This is an optimization exercise on Yosys and OpenROAD, whose aim is small area, not a production implementation. No functional check of the RTL was part of this run. Power is estimated from default activity; no workload was simulated.

==> design.v <==
    localparam logic [159:0] H_INIT = {
        32'hc3d2e1f0, 32'h10325476, 32'h98badcfe, 32'hefcdab89, 32'h67452301
    };
    localparam logic [1:0] ES_ADD  = 2'd0;   
    localparam logic [1:0] ES_WAIT = 2'd1;   
    localparam logic [1:0] ES_LOAD = 2'd2;   
    localparam logic [1:0] ES_SHOW = 2'd3;   
`default_nettype none
module sha1_byte_stream_hasher (
    input  logic        aclk,
    input  logic        aresetn,
    input  logic        s_tvalid,
    output logic        s_tready,
    input  logic [7:0]  s_tdata,    
    input  logic        s_tuser,    
    output logic        m_tvalid,
    input  logic        m_tready,
    output logic [39:0] m_tdata,    
    output logic        m_tlast     
);
    localparam logic [159:0] H_INIT = {
        32'hc3d2e1f0, 32'h10325476, 32'h98badcfe, 32'hefcdab89, 32'h67452301
    };
    localparam logic [1:0] ES_ADD  = 2'd0;   
    localparam logic [1:0] ES_WAIT = 2'd1;   
    localparam logic [1:0] ES_LOAD = 2'd2;   
    localparam logic [1:0] ES_SHOW = 2'd3;   
    logic [6:0] ph;
    logic       comp;      
    logic       emit;      
    logic [2:0] cnt;       
    logic [5:0] mfill;     
    logic       first;     
    logic       addrev;    
    logic       init;      
    logic       done;      
    logic       lenblk;    
    logic [1:0] es;        
    wire [2:0] k    = ph[2:0];
    wire [3:0] beat = ph[6:3];
    logic [511:0] wr;
    logic [159:0] cq;
    logic [159:0] hq;
    logic [63:0]  lr;
    logic         c1f, c2f, c3f, rcf;   
    logic         lc;      
    logic         xs;      
    logic [1:0]   bs;      
    function automatic logic [3:0] wn(input logic [511:0] v, input integer p);
        wn = v[4*p +: 4];
    endfunction
    function automatic logic [3:0] cn(input logic [159:0] v, input integer p);
        cn = v[4*p +: 4];
    endfunction
    wire absb   = !comp && !emit;
    wire [2:0] rev = cnt;
    wire addnow = addrev && (beat < 4'd5);
    wire loadnow = !comp && !emit && (beat >= 4'd11);
    wire split  = (beat >= 4'd5) && (beat <= 4'd10);
    wire [1:0] ldslot = 2'd0 - cnt[1:0];
    wire ldgo   = (k == 3'd0) && (ph[4:3] == ldslot);
    wire r4     = emit && ((es == ES_SHOW) || (es == ES_WAIT && !ldgo));
    wire [6:0] rnd = {rev, beat};
    logic [1:0] grp;
    always_comb begin
        if (rnd < 7'd20)      grp = 2'd0;
        else if (rnd < 7'd40) grp = 2'd1;
        else if (rnd < 7'd60) grp = 2'd2;
        else                  grp = 2'd3;
    end
    logic [31:0] kw;
    always_comb begin
        case (grp)
            2'd0: kw = 32'h5a827999;
            2'd1: kw = 32'h6ed9eba1;
            2'd2: kw = 32'h8f1bbcdc;
            default: kw = 32'hca62c1d6;
        endcase
    end
    wire [3:0] kn = kw[4*k +: 4];
    wire [3:0] bn = cn(cq, 24);
    wire [3:0] cc = cn(cq, 16);
    wire [3:0] dn = cn(cq, 8);
    wire [3:0] en = cn(cq, 0);
    wire [3:0] bxc = bn ^ cc;
    logic [3:0] fn;
    always_comb begin
        case (grp)
            2'd0: fn = (bn & cc) | (~bn & dn);
            2'd2: fn = (bxc & dn) | (~bxc & bn);
            default: fn = bxc ^ dn;
        endcase
    end
    wire [3:0] q31 = cn(cq, 31);
    wire [3:0] q30 = cn(cq, 30);
    wire [3:0] q39 = cn(cq, 39);
    wire [3:0] q38 = cn(cq, 38);
    wire [3:0] ra  = {(k == 3'd0) ? q39[2:0] : q31[2:0],
                      (k <= 3'd1) ? q38[3]   : q30[3]};
    wire       kz  = (k == 3'd0);
    wire [3:0] ra_ = comp ? ra : 4'd0;
    wire [3:0] fn_ = comp ? fn : 4'd0;
    wire [3:0] kn_ = comp ? kn : 4'd0;
    wire [3:0] en_ = (comp || addnow) ? en : 4'd0;
    wire [3:0] w0  = comp ? wn(wr, 0) : hop;
    wire [3:0] s1  = ra_ ^ fn_ ^ en_;
    wire [3:0] c1  = (ra_ & fn_) | (ra_ & en_) | (fn_ & en_);
    wire [3:0] s2  = s1 ^ kn_ ^ w0;
    wire [3:0] c2  = (s1 & kn_) | (s1 & w0) | (kn_ & w0);
    wire [3:0] c1s = {c1[2:0], c1f & !kz};
    wire [3:0] c2s = {c2[2:0], c2f & !kz};
    wire [3:0] s3  = s2 ^ c1s ^ c2s;
    wire [3:0] c3  = (s2 & c1s) | (s2 & c2s) | (c1s & c2s);
    wire [3:0] c3s = {c3[2:0], c3f & !kz};
    wire [4:0] tsum = s3 + c3s + (rcf & !kz);
    wire [3:0] q25 = cn(cq, 25);
    wire [3:0] rb  = {(k == 3'd7) ? bs : q25[1:0], bn[3:2]};
    wire [3:0] wx  = wn(wr, 0) ^ wn(wr, 16) ^ wn(wr, 64) ^ wn(wr, 104);
    wire       x31 = wr[4*7+3] ^ wr[4*23+3] ^ wr[4*71+3] ^ wr[4*111+3];
    wire [3:0] wnew = {wx[2:0], (k == 3'd0) ? x31 : xs};
    wire [2:0] hu   = (beat < 4'd5) ? beat[2:0] : (beat[2:0] - 3'd3);
    wire [2:0] hj   = {k[2:1], ~k[0]} ^ {3{hu[0] ^ hu[1]}};
    wire [3:0] hinit = (hu == 3'd0) ? {k[0], k[0], k[2] ^ k[0], k[1] ^ k[0]}
                                    : {hu[1], hj};
    wire [3:0] hop  = first ? hinit : hq[3:0];
    wire [3:0] lni  = {~ph[3], ph[2:0]};           
    wire       lwin = (ph >= 7'd8) && (ph < 7'd24);
    wire       lclr = lwin && (init || (comp && (rev == 3'd0) && done && lenblk));
    wire       linc = lwin && comp && (rev == 3'd0) && !done;
    wire [1:0] ladd = !linc ? 2'b00 : (lni == 4'd2) ? 2'b10 : (lni[3:1] == 3'd0) ? 2'b00 : {1'b0, lc};
    wire [4:0] lsum = lr[3:0] + ladd;
    logic [3:0] ltail;
    always_comb begin
        if (lclr)      ltail = 4'd0;
        else           ltail = lsum[3:0];
    end
    logic [3:0] lfill;
    always_comb begin
        case (ph[2:0])
            3'd0: lfill = {mfill[0], 3'b000};
            3'd1: lfill = mfill[4:1];
            3'd2: lfill = {3'b000, mfill[5]};
            default: lfill = 4'd0;
        endcase
        if (ph[3] == 1'b0) lfill = 4'd0;
    end
    wire       lwrite = absb && done && lenblk && (ph[6:4] == 3'b111);
    wire wzero = init || (comp && (rev == 3'd4));
    logic [3:0] wtail;
    always_comb begin
        if (wzero)             wtail = 4'd0;
        else if (comp)         wtail = wnew;
        else if (lwrite)       wtail = lr[3:0] | lfill;
        else                   wtail = wn(wr, 0);
    end
    assign s_tready = absb && !done && !init && ph[0] && (ph[6:1] == mfill);
    wire take  = s_tvalid && s_tready;
    wire tbyte = take && !s_tuser;
    wire tfin  = take && s_tuser;
    wire [7:0] ind = s_tuser ? 8'h80 : s_tdata;
    logic [511:0] wr_n;
    logic [159:0] cq_n;
    logic [159:0] hq_n;
    always_comb begin
        wr_n = {wtail, wr[511:4]};
        if (take) begin
            case (mfill[1:0])
                2'd0: begin wr_n[4*4 +: 4]   = ind[3:0]; wr_n[4*5 +: 4]   = ind[7:4]; end
                2'd1: begin wr_n[4*0 +: 4]   = ind[3:0]; wr_n[4*1 +: 4]   = ind[7:4]; end
                2'd2: begin wr_n[4*124 +: 4] = ind[3:0]; wr_n[4*125 +: 4] = ind[7:4]; end
                default: begin wr_n[4*120 +: 4] = ind[3:0]; wr_n[4*121 +: 4] = ind[7:4]; end
            endcase
        end
        cq_n = {cq[3:0], cq[159:4]};
        if (comp) begin
            cq_n[4*39 +: 4] = tsum[3:0];
            cq_n[4*23 +: 4] = rb;
        end else if (addnow || loadnow) begin
            cq_n[4*39 +: 4] = tsum[3:0];
        end else if (r4) begin
            cq_n[31:0]      = cq[31:0];
            cq_n[4*39 +: 4] = cq[4*8 +: 4];
        end
        hq_n = {hq[3:0], hq[159:4]};
        if (split) begin
            hq_n[4*15 +: 4] = hq[3:0];
            hq_n[4*39 +: 4] = hq[4*16 +: 4];
        end else if (addnow) begin
            hq_n[4*39 +: 4] = tsum[3:0];
        end
    end
    always_ff @(posedge aclk) begin
        wr <= wr_n;
        cq <= cq_n;
        hq <= hq_n;
        lr <= {ltail, lr[63:4]};
        c1f <= c1[3];
        c2f <= c2[3];
        c3f <= c3[3];
        rcf <= tsum[4];
        lc <= lsum[4];
        xs <= wx[3];
        if (k == 3'd0) bs <= bn[1:0];
    end
    wire blkend = (ph == 7'd127) && absb &&
                  (done || tfin || (tbyte && mfill == 6'd63));
    always_ff @(posedge aclk) begin
        if (!aresetn) begin
            ph     <= 7'd0;
            comp   <= 1'b0;
            emit   <= 1'b0;
            cnt    <= 3'd0;
            mfill  <= 6'd0;
            first  <= 1'b1;
            addrev <= 1'b0;
            init   <= 1'b1;
            done   <= 1'b0;
            lenblk <= 1'b0;
            es     <= ES_ADD;
        end else begin
            ph <= ph + 7'd1;
            if (ph == 7'd127) init <= 1'b0;
            if (ph == 7'd39) begin
                if (addrev) first <= 1'b0;
                addrev <= 1'b0;
            end
            if (tbyte) mfill <= mfill + 6'd1;
            if (tfin) begin
                done   <= 1'b1;
                lenblk <= (mfill <= 6'd55);
            end
            if (blkend) begin
                comp   <= 1'b1;
                cnt    <= 3'd0;
                if (done && lenblk) mfill <= 6'd0;
            end
            if (comp && ph == 7'd127) begin
                cnt <= cnt + 3'd1;
                if (cnt == 3'd4) begin
                    comp   <= 1'b0;
                    addrev <= 1'b1;
                    if (done && lenblk) begin
                        emit <= 1'b1;
                        es   <= ES_ADD;
                    end else if (done) begin
                        lenblk <= 1'b1;   
                    end
                end
            end
            if (emit) begin
                case (es)
                    ES_ADD: begin
                        if (ph == 7'd39) begin
                            es  <= ES_WAIT;
                            cnt <= 3'd0;
                        end
                    end
                    ES_WAIT: begin
                        if (ldgo) es <= ES_LOAD;
                    end
                    ES_LOAD: begin
                        if (k == 3'd7) es <= ES_SHOW;
                    end
                    default: begin
                        if (m_tready) begin
                            if (cnt == 3'd4) begin
                                emit  <= 1'b0;
                                first <= 1'b1;
                                done  <= 1'b0;
                            end else begin
                                cnt <= cnt + 3'd1;
                                es  <= ES_WAIT;
                            end
                        end
                    end
                endcase
            end
        end
    end
    assign m_tvalid = emit && (es == ES_SHOW);
    assign m_tdata  = {5'b00000, cnt, cq[31:0]};
    assign m_tlast  = (cnt == 3'd4);
endmodule
`default_nettype wire
==> flow/run.sh <==
#!/bin/bash
# Standard ORFS layout (the standard.sh) with these changes:
#  - synthesis maps with a deeper area-oriented abc script (flow/abc_area_deep.script)
#    in place of ORFS's abc_area.script; everything else in synthesis is the standard flow's
#    synth_recipe.tcl and ORFS's synth.tcl, so the same registers come out,
#  - the half-adder cell is not used, so half adders are left to abc,
#  - ports are buffered with the smallest buffer, sky130_fd_sc_hd__buf_1,
#  - clock tree synthesis adds no dummy loads.
# make's output goes to flow.log; ORFS keeps each step's log under orfs/logs.
set -euo pipefail
HERE=$(pwd)
sed '/^source $::env(SCRIPTS_DIR)\/synth_preamble.tcl$/a if { [info exists ::env(MY_ABC_SCRIPT)] } { lset abc_args 1 $::env(MY_ABC_SCRIPT) }' "$FLOW_HOME/scripts/synth.tcl" > "$HERE/my_synth.tcl"
grep -q MY_ABC_SCRIPT "$HERE/my_synth.tcl"
sed "s|source \$::env(SCRIPTS_DIR)/synth.tcl|source $HERE/my_synth.tcl|" synth_recipe.tcl > "$HERE/my_synth_recipe.tcl"
grep -q my_synth.tcl "$HERE/my_synth_recipe.tcl"
export MY_ABC_SCRIPT="$HERE/flow/abc_area_deep.script"
DU=" sky130_fd_sc_hd__probe_p_8 sky130_fd_sc_hd__probec_p_8 sky130_fd_sc_hd__lpflow_bleeder_1 sky130_fd_sc_hd__lpflow_clkbufkapwr_1 sky130_fd_sc_hd__lpflow_clkbufkapwr_16 sky130_fd_sc_hd__lpflow_clkbufkapwr_2 sky130_fd_sc_hd__lpflow_clkbufkapwr_4 sky130_fd_sc_hd__lpflow_clkbufkapwr_8 sky130_fd_sc_hd__lpflow_clkinvkapwr_1 sky130_fd_sc_hd__lpflow_clkinvkapwr_16 sky130_fd_sc_hd__lpflow_clkinvkapwr_2 sky130_fd_sc_hd__lpflow_clkinvkapwr_4 sky130_fd_sc_hd__lpflow_clkinvkapwr_8 sky130_fd_sc_hd__lpflow_decapkapwr_12 sky130_fd_sc_hd__lpflow_decapkapwr_3 sky130_fd_sc_hd__lpflow_decapkapwr_4 sky130_fd_sc_hd__lpflow_decapkapwr_6 sky130_fd_sc_hd__lpflow_decapkapwr_8 sky130_fd_sc_hd__lpflow_inputiso0n_1 sky130_fd_sc_hd__lpflow_inputiso0p_1 sky130_fd_sc_hd__lpflow_inputiso1n_1 sky130_fd_sc_hd__lpflow_inputiso1p_1 sky130_fd_sc_hd__lpflow_inputisolatch_1 sky130_fd_sc_hd__lpflow_isobufsrc_1 sky130_fd_sc_hd__lpflow_isobufsrc_16 sky130_fd_sc_hd__lpflow_isobufsrc_2 sky130_fd_sc_hd__lpflow_isobufsrc_4 sky130_fd_sc_hd__lpflow_isobufsrc_8 sky130_fd_sc_hd__lpflow_isobufsrckapwr_16 sky130_fd_sc_hd__lpflow_lsbuf_lh_hl_isowell_tap_1 sky130_fd_sc_hd__lpflow_lsbuf_lh_hl_isowell_tap_2 sky130_fd_sc_hd__lpflow_lsbuf_lh_hl_isowell_tap_4 sky130_fd_sc_hd__lpflow_lsbuf_lh_isowell_4 sky130_fd_sc_hd__lpflow_lsbuf_lh_isowell_tap_1 sky130_fd_sc_hd__lpflow_lsbuf_lh_isowell_tap_2 sky130_fd_sc_hd__lpflow_lsbuf_lh_isowell_tap_4 sky130_fd_sc_hd__ha_1"
CTS="-sink_clustering_enable -repair_clock_nets -sink_clustering_size 20 -sink_clustering_max_diameter 50 -buf_list sky130_fd_sc_hd__clkbuf_8 -dont_use_dummy_load"
bash standard.sh "SYNTH_SCRIPT=$HERE/my_synth_recipe.tcl" "DONT_USE_CELLS=$DU" "BUFFER_PORTS_ARGS=-buffer_cell sky130_fd_sc_hd__buf_1" "CTS_ARGS=$CTS" finish > flow.log 2>&1
==> flow/abc_area_deep.script <==
&get -n
&st
&dc2
&dch -f
&nf -R 1000 -p
&put
mfs2 -a
&get -n
&st
&dc2
&dch -f
&nf -R 1000 -p
&put
mfs2 -a
&get -n
&st
&dch -f
&nf -R 1000 -p
&put
topo
dnsize
==> standard.sh <==
#!/bin/bash
# synth_recipe.tcl (not shown) runs the flow's synth.tcl, then flattens the netlist and writes it again
# the make line also repeats each setting of config.mk as NAME=value (left out here)
make -C /OpenROAD-flow-scripts/flow DESIGN_CONFIG=/design/flow/config.mk WORK_HOME=/design/flow/orfs CLKGATE_MAP_FILE= SYNTH_SCRIPT=/design/flow/synth_recipe.tcl "${@:-finish}"
==> config.mk <==
export PLATFORM = sky130hd
export DESIGN_NAME = sha1_byte_stream_hasher
export DESIGN_NICKNAME = sha1_byte_stream_hasher
export VERILOG_FILES = /design/flow/design.v
export SDC_FILE = /design/flow/constraint.sdc
export NUM_CORES = 4
export LEC_CHECK = 0
export ABC_AREA = 1
export CAP_MARGIN = 20
export CORE_MARGIN = 2
export CORE_UTILIZATION = 70
export CTS_BUF_LIST = sky130_fd_sc_hd__clkbuf_8
export CTS_CLUSTER_DIAMETER = 50
export CTS_CLUSTER_SIZE = 20
export PLACE_DENSITY = 0.8
export SLEW_MARGIN = 20
==> constraint.sdc <==
create_clock -name core_clock -period 7.0 [get_ports {aclk}]
set_input_delay 1.4000 -clock core_clock [delete_from_list [all_inputs] [get_ports {aclk}]]
set_output_delay 1.4000 -clock core_clock [all_outputs]
set_load 0.01 [all_outputs]
==> qor.yml <==
run_status:
  status: "no timing/DRC/antenna violations"
yosys:
  syn-instance-count: 1459
  ys_ff_latch: 929
  synthFlopType: "dfxtp_1"
  synthesis.area_um2: 22100
  ys_warn_count: 1
  synth_seq_area_share: 0.857
  ys_async_sr_fraction: 0
  synth.avg_cell_area_um2: 15.1
  synth_cell_types: 46
  synth-edff-count: 34
timing:
  report.final.slew_viol_count: 0
  post-route-period-util: 0.793
  setup_violations: 0
  clock.fmax_mhz: 180
  fin_skew_ns: 0.0609
  slew_headroom: 0.379
  hold_violations: 0
  tightest_slew_ns: 0.921
  setup_tns_ns: 0
  grt_setup_unrepaired: "no"
  min_period_ns: 5.55
  holdWs_ns: 0.265
clocking:
  cts_buffer_depth: 3
  cts-resized-gates: 0
  cts_htree_levels: 2
  clock_sinks: 929
  path_clk_slew_ns: 0.11
  cts_tree: "yes"
  ctsHoldBuffers: 0
  clock-root-buffer: "clkbuf_8"
  post_cts_buffers: 0
  insertion_delay_ns: 0.62
  numCtsBuffers: 56
worst_setup_path:
  start_kind: "flop"
  crit_type: "flop to flop"
  endpoint_kind: "flop"
  startpoint: "ph[6]$_SDFF_PN0_"
  slowest_stage: "dfxtp_1"
  cpLargestDelayFamily: "adder cells"
  critPathBufInv: 4
  r2r_start: "ph[6]$_SDFF_PN0_"
  crit_chain: "o21ai_0 > a311oi_1 > buf_4 > nand2b_1 > o22ai_1 > nand2_1 > o311ai_0 > fa_1 > clkinv_1 > fa_1 > clkinv_1 > fa_1 > clkinv_1 > fa_1 > fa_1 > xnor2_1 > mux2_1 > a21oi_1"
  arrival_ns: 6.09
  max_stage_delay_ns: 0.60
  path_max_fanout: 13
  crit_top_cell: "fa_1"
  crit_required_ns: 7.54
floorplan:
  rows: 65
  io_pins: 56
  initial_core_util: 0.706
  core-area_um2: 31300
  die_w_um: 182
  dieArea_um2: 33000
  die_h_um: 182
layout:
  drive_gt1_frac: 0.0416
  final_nets: 1569
  antennaDiodeCount: 0
  final_cell_mix: "dfxtp_1, nor2_1, a21oi_1"
  area_growth_pct: 5.67
  layout_commonest_cell: "dfxtp_1"
route:
  vias_per_cell: 5.05
  routedWlPerCell_um: 17.5
  totalWireLength_um: 34000
  num_vias: 9807
  antenna_left: 0
  drtPass1Iterations: 5
  drt_iter0_markers: 512
  drc: 0
grt:
  antenna_found_initial: 1
  grt_first_pass_wirelength_um: 53800
  grt_start_max_net_pins: 33
  first_global_vias: 10041
  grt_usage: 0.211
  grt_overflow: 0
worst_hold_path:
  hold_class: "flop to flop"
  min_from: "cq[56]$_DFF_P_"
place:
  place_hpwl_um: 21200
  port_buffers: 50
  gp_congestion: 0.829
pwr:
  vdd_drop_max_mv: 0.333
  p_per_area_nw_per_um2: 323
  power_leakage_uw: 0.00919
run:
  max-cap-violations: 0
## layout make-up
cell class / count / area [µm²]
inverter: 25 / 93.8
multi-input combinational: 472 / 2810
timing repair buffer: 57 / 240
fill: 1835 / 7960
tap: 402 / 503
sequential: 929 / 18900
clock buffer: 56 / 771
## where the power goes
part,switching [µW],total [µW],internal (µW)
sequential,15.8,5360,5340
clock,1410,2130,721
combinational,36.1,54.9,18.8
## per-layer routing
metal / GRT usage / wire (µm)
met1: 0.301 / 16400
met2: 0.341 / 15400
met3: 0.0341 / 1430
met4: 0.0569 / 724
met5: 0 / 13
## cells by family after synthesis
| group | after synthesis | share of synthesized area |
|---|---|---|
| compound gates | 167 | 0.0425 |
| xor+xnor | 37 | 0.0147 |
| fa+ha+maj | 15 | 0.0136 |
| buf+inv | 62 | 0.0168 |
| flops | 929 | 0.857 |
| mux | 14 | 0.00679 |
| other cells | 1 | 0.000170 |
| simple gates | 234 | 0.0486 |
## worst paths after layout
kind	cells past startpoint	to	slack, ns
min	0	cq[52]$_DFF_P_	0.27
max reg2reg	18	hq[158]$_DFF_P_	1.45
max	18	hq[158]$_DFF_P_	1.45
min reg2reg	0	cq[52]$_DFF_P_	0.27
## cell usage after synthesis, drive strengths merged (8+ instances only)
cell type | instances | area, µm²
a21oi | 73 | 365
buf | 37 | 278
clkinv | 25 | 93.8
dfxtp | 895 | 17900
edfxtp | 34 | 1020
fa | 15 | 300
mux2 | 8 | 90.1
nand2 | 57 | 214
nand2b | 14 | 87.6
nand3 | 16 | 80.1
nor2 | 90 | 338
nor2b | 15 | 93.8
nor3 | 19 | 95.1
o21ai | 52 | 260
o22ai | 12 | 75.1
xnor2 | 22 | 193
xor2 | 15 | 131
## stage by stage
stage	worst slack, ns	cells	total power [µW]	cell area (µm²)	util
after floorplan	1.72	1463	5510	22100	-
after global placement	1.62	1885	5530	22600	0.721
after detailed placement	1.54	1885	5530	22600	0.721
after CTS	1.48	1941	7590	23400	0.746
after global routing	0.955	1941	7780	23400	0.746
final	1.45	1941	7540	23400	0.746
## state kept, by name, summed over array words and instances (netlist names), 2 cells and up
| signal | flops |
|---|---|
| cq | 160 |
| hq | 160 |
| wr | 512 |
| cnt | 3 |
| lr | 64 |
| mfill | 6 |
| ph | 7 |
| es | 2 |
| bs | 2 |

## static timing again, ports no longer ideal
The flow's constraints put no driver on any port. The routed layout listed below was extracted and timed again, unchanged, in two steps.
Step 1 sets driving cells, clkbuf_16 on the clock port and buf_2 on the other inputs (assumed; they add their load-dependent delay and slew).
Step 2 moves the port delays by t, midway between the first and last clock arrival at a register: inputs arrive t later, outputs are due t later. That takes back most of the time a late clock gives input paths.
a / b / c = no drivers / after step 1 / after step 2; a / b = the first two.
shift t [ns]: 0.633
setup WS [ns]: 1.450 / 1.450 / 1.450
slew at the worst register clock pin (ns): 0.12 / 0.12
After both steps setup and hold are still met in this run. For this run, drivers alone change the setup slack by 0.000 ns; drivers and shift together by 0.000 ns.
